What follows belongs to an exercise in optimizing a design on an open flow for small area, a short achievable clock period and few clock cycles per item; a production flow would make more cautious choices. The flow treats the clock pin as an ideal source, which a real chip does not have.

==> run A: inputs <==
// card_marking_write_barrier
module card_marking_write_barrier #(
  parameter int unsigned ADDR_BITS  = 48,
  parameter int unsigned COUNT_BITS = 32
) (
  input  logic                              clk_i,
  input  logic                              rst_ni,
  input  logic                              cfg_we_i,
  input  logic [cmwb_pkg::CFG_IDX_W-1:0]    cfg_index_i,
  input  logic [cmwb_pkg::CFG_DATA_W-1:0]   cfg_data_i,
  input  logic                              in_valid_i,
  output logic                              in_stall_o,
  input  cmwb_pkg::in_word_t                in_data_i,
  output logic                              out_valid_o,
  input  logic                              out_stall_i,
  output cmwb_pkg::out_word_t               out_data_o
);
  logic        active_q;
  logic [47:0] old_base_q, young_base_q;
  logic [48:0] old_len_q, young_len_q;
  logic        old_len_set_q, young_len_set_q;
  logic [15:0] tag0_q, tag1_q, tag2_q;
  logic [2:0]  tag_set_q;
  logic              a_valid_q;
  cmwb_pkg::tests_t  a_tests_q;
  logic [47:0]       a_holder_q;
  logic        o_valid_q;
  logic [2:0]  o_verdict_q;
  logic [47:0] o_addr_q;
  logic              o_load, a_load, accept;
  cmwb_pkg::tests_t  tests;
  logic [2:0]        verdict;
  logic [4:0]        cnt_load;
  logic [4:0][31:0]  cnt;
  assign o_load     = !o_valid_q || !out_stall_i;
  assign a_load     = !a_valid_q || o_load;
  assign in_stall_o = out_stall_i;
  assign accept     = in_valid_i && !out_stall_i;
  always_ff @(posedge clk_i or negedge rst_ni) begin
    if (!rst_ni) begin
      active_q        <= 1'b0;
      old_base_q      <= '0;
      young_base_q    <= '0;
      old_len_set_q   <= 1'b0;
      young_len_set_q <= 1'b0;
      tag_set_q       <= '0;
  ...
Settings: LEC_CHECK=0, CAP_MARGIN=20, CORE_MARGIN=2, CORE_UTILIZATION=40, SETUP_SLACK_MARGIN=4.3, SLEW_MARGIN=20; clock period 7.5 ns.
standard.sh (not shown) runs the stock make flow with config.mk's settings and CLKGATE_MAP_FILE= SYNTH_SCRIPT=/design/flow/synth_recipe.tcl, a recipe that flattens the netlist after the stock synthesis.
==> flow/flow/run.sh <==
#!/bin/bash
# The standard layout, with plain buffers on the ports, without the delay
# cells as buffers, and a clock tree of smaller buffers without dummy loads;
# every tool's output goes to standard.log and ORFS's logs
set -uo pipefail
DU="sky130_fd_sc_hd__probe_p_8 sky130_fd_sc_hd__probec_p_8 sky130_fd_sc_hd__lpflow_*"
DU="$DU sky130_fd_sc_hd__clkdlybuf4s* sky130_fd_sc_hd__dlygate* sky130_fd_sc_hd__dlymetal*"
CTS="-sink_clustering_enable -repair_clock_nets -dont_use_dummy_load"
CTS="$CTS -buf_list {sky130_fd_sc_hd__clkbuf_8 sky130_fd_sc_hd__clkbuf_16} -sink_clustering_size 30 -sink_clustering_max_diameter 150"
bash standard.sh "DONT_USE_CELLS=$DU" \
  "BUFFER_PORTS_ARGS=-buffer_cell sky130_fd_sc_hd__buf_1" \
  "CTS_ARGS=$CTS" finish > standard.log 2>&1
==> run G (differences from run A) <==
--- a/flow/design.v
+++ b/flow/design.v
@@ -57,82 +57,71 @@
     logic [TAG_W-1:0]  object_tag;
     logic [TAG_W-1:0]  string_tag;
     logic [TAG_W-1:0]  bigint_tag;
   } cfg_t;
   typedef struct packed {
-    logic [3:0] g;
-    logic [3:0] p;
-  } cmp_t;
-  typedef struct packed {
-    logic [3:0] holder_set;
-    logic [3:0] payload_set;
-    logic       tag_ok;
-    cmp_t       old_ge;
-    cmp_t       old_lt;
-    cmp_t       young_ge;
-    cmp_t       young_lt;
+    logic holder_null;
+    logic payload_set;
+    logic tag_ok;
+    logic old_ge;
+    logic old_lt;
+    logic young_ge;
+    logic young_lt;
   } tests_t;
   typedef struct packed {
     logic       fire;
     logic [2:0] verdict;
   } cnt_evt_t;
 endpackage
 `default_nettype wire
 `default_nettype none
-module cmwb_cmp4 #(
-  parameter int unsigned W = 48
+module cmwb_gt #(
+  parameter int unsigned W = 8
 ) (
   input  logic [W-1:0] a_i,
   input  logic [W-1:0] b_i,
-  output logic [3:0]   g_o,
-  output logic [3:0]   p_o
+  output logic         gt_o,
+  output logic         ge_o
 );
-  localparam int unsigned GW = (W + 3) / 4;
-  localparam int unsigned N  = 16;   
-  logic [4*GW-1:0] a, b;
-  logic [N-1:0]    g, p;
+  localparam int unsigned N = 1 << $clog2(W);
+  logic [N-1:0] g, p;
   always_comb begin
-    a = '0;
-    b = '0;
-    a[W-1:0] = a_i;
-    b[W-1:0] = b_i;
-    for (int k = 0; k < 4; k++) begin
-      g = '0;
-      p = '1;
-      g[GW-1:0] = a[k*GW +: GW] & ~b[k*GW +: GW];
-      p[GW-1:0] = a[k*GW +: GW] | ~b[k*GW +: GW];
-      for (int w = N; w > 1; w = w / 2) begin
-        for (int i = 0; i < w / 2; i++) begin
-          g[i] = g[2*i+1] | (p[2*i+1] & g[2*i]);
-          p[i] = p[2*i+1] & p[2*i];
-        end
+    g = '0;
+    p = '1;
+    g[W-1:0] = a_i & ~b_i;
+    p[W-1:0] = a_i | ~b_i;
+    for (int w = N; w > 1; w = w / 2) begin
+      for (int i = 0; i < w / 2; i++) begin
+        g[i] = g[2*i+1] | (p[2*i+1] & g[2*i]);
+        p[i] = p[2*i+1] & p[2*i];
       end
-      g_o[k] = g[0];
-      p_o[k] = p[0];
     end
+    gt_o = g[0];
+    ge_o = g[0] | p[0];
   end
 endmodule
 module cmwb_range (
   input  logic [47:0] x_i,
   input  logic [47:0] base_i,
   input  logic [48:0] len_i,
-  output cmwb_pkg::cmp_t ge_o,
-  output cmwb_pkg::cmp_t lt_o
+  output logic        ge_o,
+  output logic        lt_o
 );
   logic [49:0] b, l, nx, s, c;
+  logic        unused_gt, unused_ge;
   always_comb begin
     b  = {2'b00, base_i};
     l  = {1'b0, len_i};
     nx = ~{2'b00, x_i};
     s  = b ^ l ^ nx;
     c  = (b & l) | (b & nx) | (l & nx);
   end
-  cmwb_cmp4 #(.W(51)) u_lt (
-    .a_i({c, 1'b0}), .b_i({1'b0, ~s}), .g_o(lt_o.g), .p_o(lt_o.p)
+  cmwb_gt #(.W(51)) u_lt (
+    .a_i({c, 1'b0}), .b_i({1'b0, ~s}), .gt_o(lt_o), .ge_o(unused_ge)
   );
-  cmwb_cmp4 #(.W(48)) u_ge (
-    .a_i(x_i), .b_i(base_i), .g_o(ge_o.g), .p_o(ge_o.p)
+  cmwb_gt #(.W(48)) u_ge (
+    .a_i(x_i), .b_i(base_i), .gt_o(unused_gt), .ge_o(ge_o)
   );
 endmodule
 module cmwb_classify_a (
   input  logic [47:0] holder_i,
   input  logic [15:0] tag_i,
@@ -154,14 +143,12 @@
   cmwb_range u_young (
     .x_i(payload_i), .base_i(young_base_i), .len_i(young_len_i),
     .ge_o(tests_o.young_ge), .lt_o(tests_o.young_lt)
   );
   always_comb begin
-    for (int k = 0; k < 4; k++) begin
-      tests_o.holder_set[k]  = |holder_i[12*k +: 12];
-      tests_o.payload_set[k] = |payload_i[12*k +: 12];
-    end
+    tests_o.holder_null = (holder_i == '0);
+    tests_o.payload_set = (payload_i != '0);
     tests_o.tag_ok = (tag_i == '0) ||
                      (tag_set_i[0] && (tag_i == tag0_i)) ||
                      (tag_set_i[1] && (tag_i == tag1_i)) ||
                      (tag_set_i[2] && (tag_i == tag2_i));
   end
@@ -171,25 +158,16 @@
   input  logic             active_i,
   input  logic             old_len_set_i,
   input  logic             young_len_set_i,
   output logic [2:0]       verdict_o
 );
-  logic holder_null, is_ptr, holder_old, ptr_young;
-  logic old_ge, old_lt, young_ge, young_lt;
-  function automatic logic gt4(input logic [7:0] c);
-    gt4 = c[7] | c[3] & (c[6] | c[2] & (c[5] | c[1] & c[4]));
-  endfunction
+  logic is_ptr, holder_old, ptr_young;
   always_comb begin
-    old_ge      = gt4(tests_i.old_ge) || (&tests_i.old_ge.p);
-    old_lt      = gt4(tests_i.old_lt);
-    young_ge    = gt4(tests_i.young_ge) || (&tests_i.young_ge.p);
-    young_lt    = gt4(tests_i.young_lt);
-    holder_null = !(|tests_i.holder_set);
-    is_ptr      = (|tests_i.payload_set) && tests_i.tag_ok;
-    holder_old  = old_len_set_i && old_ge && old_lt;
-    ptr_young   = young_len_set_i && young_ge && young_lt;
-    if (holder_null) begin
+    is_ptr     = tests_i.payload_set && tests_i.tag_ok;
+    holder_old = old_len_set_i && tests_i.old_ge && tests_i.old_lt;
+    ptr_young  = young_len_set_i && tests_i.young_ge && tests_i.young_lt;
+    if (tests_i.holder_null) begin
       verdict_o = cmwb_pkg::VERDICT_NULL_HOLDER;
     end else if (!is_ptr) begin
       verdict_o = cmwb_pkg::VERDICT_NOT_PTR;
     end else if (!active_i || !holder_old) begin
       verdict_o = cmwb_pkg::VERDICT_NOT_OLD;
@@ -205,60 +183,40 @@
 module cmwb_counters (
   input  logic        clk_i,
   input  logic        rst_ni,
   input  logic        fire_i,
   input  logic [2:0]  verdict_i,
-  input  logic        cfg_we_i,
   input  logic [4:0]  load_i,
   input  logic [31:0] load_data_i,
   output logic [4:0][31:0] cnt_o
 );
   logic [31:0] cnt_q [5];
-  logic [4:0]  zero_q;
   logic [4:0]  hit;
-  logic [4:0]  en;
-  logic [31:0] data;
-  logic [31:0] ones [5];
-  logic [7:0]  grp  [5];
-  logic [8:0]  carry [5];
-  logic [31:0] next [5];
   always_comb begin
     hit[cmwb_pkg::CNT_CALLS]     = 1'b1;
     hit[cmwb_pkg::CNT_NON_PTR]   = (verdict_i == cmwb_pkg::VERDICT_NOT_PTR);
     hit[cmwb_pkg::CNT_NON_OLD]   = (verdict_i == cmwb_pkg::VERDICT_NOT_OLD);
     hit[cmwb_pkg::CNT_NON_YOUNG] = (verdict_i == cmwb_pkg::VERDICT_NOT_YOUNG);
     hit[cmwb_pkg::CNT_MARKED]    = (verdict_i == cmwb_pkg::VERDICT_MARKED);
   end
-  assign data = cfg_we_i ? load_data_i : '0;
+  logic [31:0] ones [5];
   always_comb begin
     for (int i = 0; i < 5; i++) begin
-      for (int k = 0; k < 8; k++) grp[i][k] = &cnt_q[i][4*k +: 4];
-      carry[i][0] = 1'b1;
-      for (int k = 1; k < 9; k++) carry[i][k] = carry[i][k-1] & grp[i][k-1];
-      for (int k = 0; k < 8; k++) begin
-        ones[i][4*k] = carry[i][k];
-        for (int j = 1; j < 4; j++) ones[i][4*k+j] = ones[i][4*k+j-1] & cnt_q[i][4*k+j-1];
-      end
-      en[i] = load_i[i] || (fire_i && (hit[i] || zero_q[i]));
-      if (load_i[i] || zero_q[i]) next[i] = {data[31:1], load_i[i] ? data[0] : hit[i]};
-      else                        next[i] = cnt_q[i] ^ ones[i];
+      ones[i][0] = 1'b1;
+      for (int j = 1; j < 32; j++) ones[i][j] = ones[i][j-1] & cnt_q[i][j-1];
     end
   end
   always_ff @(posedge clk_i or negedge rst_ni) begin
     if (!rst_ni) begin
-      zero_q <= '1;
+      for (int i = 0; i < 5; i++) cnt_q[i] <= '0;
     end else begin
       for (int i = 0; i < 5; i++) begin
-        if (load_i[i] || fire_i) zero_q[i] <= 1'b0;
+        cnt_q[i] <= load_i[i] ? load_data_i
+                              : cnt_q[i] ^ (ones[i] & {32{fire_i && hit[i]}});
       end
     end
   end
-  always_ff @(posedge clk_i) begin
-    for (int i = 0; i < 5; i++) begin
-      if (en[i]) cnt_q[i] <= next[i];
-    end
-  end
   always_comb for (int i = 0; i < 5; i++) cnt_o[i] = cnt_q[i];
 endmodule
 `default_nettype wire
 `default_nettype none
 module card_marking_write_barrier #(
@@ -287,19 +245,18 @@
   cmwb_pkg::tests_t  a_tests_q;
   logic [47:0]       a_holder_q;
   logic        o_valid_q;
   logic [2:0]  o_verdict_q;
   logic [47:0] o_addr_q;
-  logic              o_load, a_load, accept;
+  logic              o_load, a_load;
   cmwb_pkg::tests_t  tests;
   logic [2:0]        verdict;
   logic [4:0]        cnt_load;
   logic [4:0][31:0]  cnt;
   assign o_load     = !o_valid_q || !out_stall_i;
   assign a_load     = !a_valid_q || o_load;
-  assign in_stall_o = out_stall_i;
-  assign accept     = in_valid_i && !out_stall_i;
+  assign in_stall_o = !a_load;
   always_ff @(posedge clk_i or negedge rst_ni) begin
     if (!rst_ni) begin
       active_q        <= 1'b0;
       old_base_q      <= '0;
       young_base_q    <= '0;
@@ -335,11 +292,11 @@
   always_ff @(posedge clk_i or negedge rst_ni) begin
     if (!rst_ni) begin
       a_valid_q <= 1'b0;
       o_valid_q <= 1'b0;
     end else begin
-      if (a_load) a_valid_q <= accept;
+      if (a_load) a_valid_q <= in_valid_i;
       if (o_load) o_valid_q <= a_valid_q;
     end
   end
   always_ff @(posedge clk_i) begin
     if (a_load) begin
@@ -379,11 +336,10 @@
   end
   cmwb_counters u_counters (
     .clk_i      (clk_i),
     .rst_ni     (rst_ni),
     .fire_i     (a_valid_q && o_load),
-    .cfg_we_i   (cfg_we_i),
     .verdict_i  (verdict),
     .load_i     (cnt_load),
     .load_data_i(cfg_data_i[31:0]),
     .cnt_o      (cnt)
   );
==> flow/flow/run.sh (replaced) <==
#!/bin/bash
# The standard layout, with plain buffers on the ports and without the
# delay cells as buffers; every tool's output goes to standard.log and ORFS's logs
set -uo pipefail
DU="sky130_fd_sc_hd__probe_p_8 sky130_fd_sc_hd__probec_p_8 sky130_fd_sc_hd__lpflow_*"
DU="$DU sky130_fd_sc_hd__clkdlybuf4s* sky130_fd_sc_hd__dlygate* sky130_fd_sc_hd__dlymetal*"
bash standard.sh "DONT_USE_CELLS=$DU" \
  "BUFFER_PORTS_ARGS=-buffer_cell sky130_fd_sc_hd__buf_1" finish > standard.log 2>&1
Settings changed: SETUP_SLACK_MARGIN 4.3 to 4.5.
==> out/qor_table.md <==
| Metric | Reported |
|:---|:---|
| FF+latch count | 516 |
| Tap cells | 864 |
| Outcome | finished clean |
| Cell with the largest stage delay on the worst path | fa_1 |
| Minimum setup slack after placement | 3.02 ns |
| Met3 Routed Length | 6340 um |
the above is filed under run G

==> out/qor_table.md <==
| Metric | Reported |
|:---|:---|
| Minimum setup slack after placement | 2.76 ns |
| FF+latch count | 553 |
| Cell with the largest stage delay on the worst path | buf_6 |
| GRT Max-Usage Layer | met2 |
| Met3 Routed Length | 4310 um |
| Outcome | finished clean |
| Tap cells | 940 |
the above is filed under run A

No run of this note included a check of the RTL's function; only the layout flow was run.

re-timing with driven ports:
How much do the figures lean on ideal ports? The routed layouts below were timed once more, with nothing changed but the port constraints. Step 1 sets driving cells, clkbuf_16 on the clock port and buf_2 on the other inputs (assumed; they add their load-dependent delay and slew). Step 2 adds t to the input delays and takes it off the output delays; t is the mean of the earliest and latest rising clock arrival at the registers after step 1. Input paths then give back, and output paths get back, about the clock's delay inside the block. Slacks: ideal / step 1 / step 2; pairs: ideal / step 1.
| run | t, ns | setup slack, ns | worst setup path at the end | clock arrival spread, ns | slew at the worst register clock pin (ns) |
|---|---|---|---|---|---|
| run A | 0.639 | 4.293 / 4.239 / 3.668 | input to register | 0.053 / 0.053 | 0.12 / 0.12 |
| run G | 0.671 | 4.086 / 4.053 / 3.441 | input to register | 0.039 / 0.040 | 0.06 / 0.06 |
After both steps every run listed still meets setup and hold. The setup slack of run G, which loses most, moves by -0.033 ns with the drivers and by -0.645 ns with both steps.
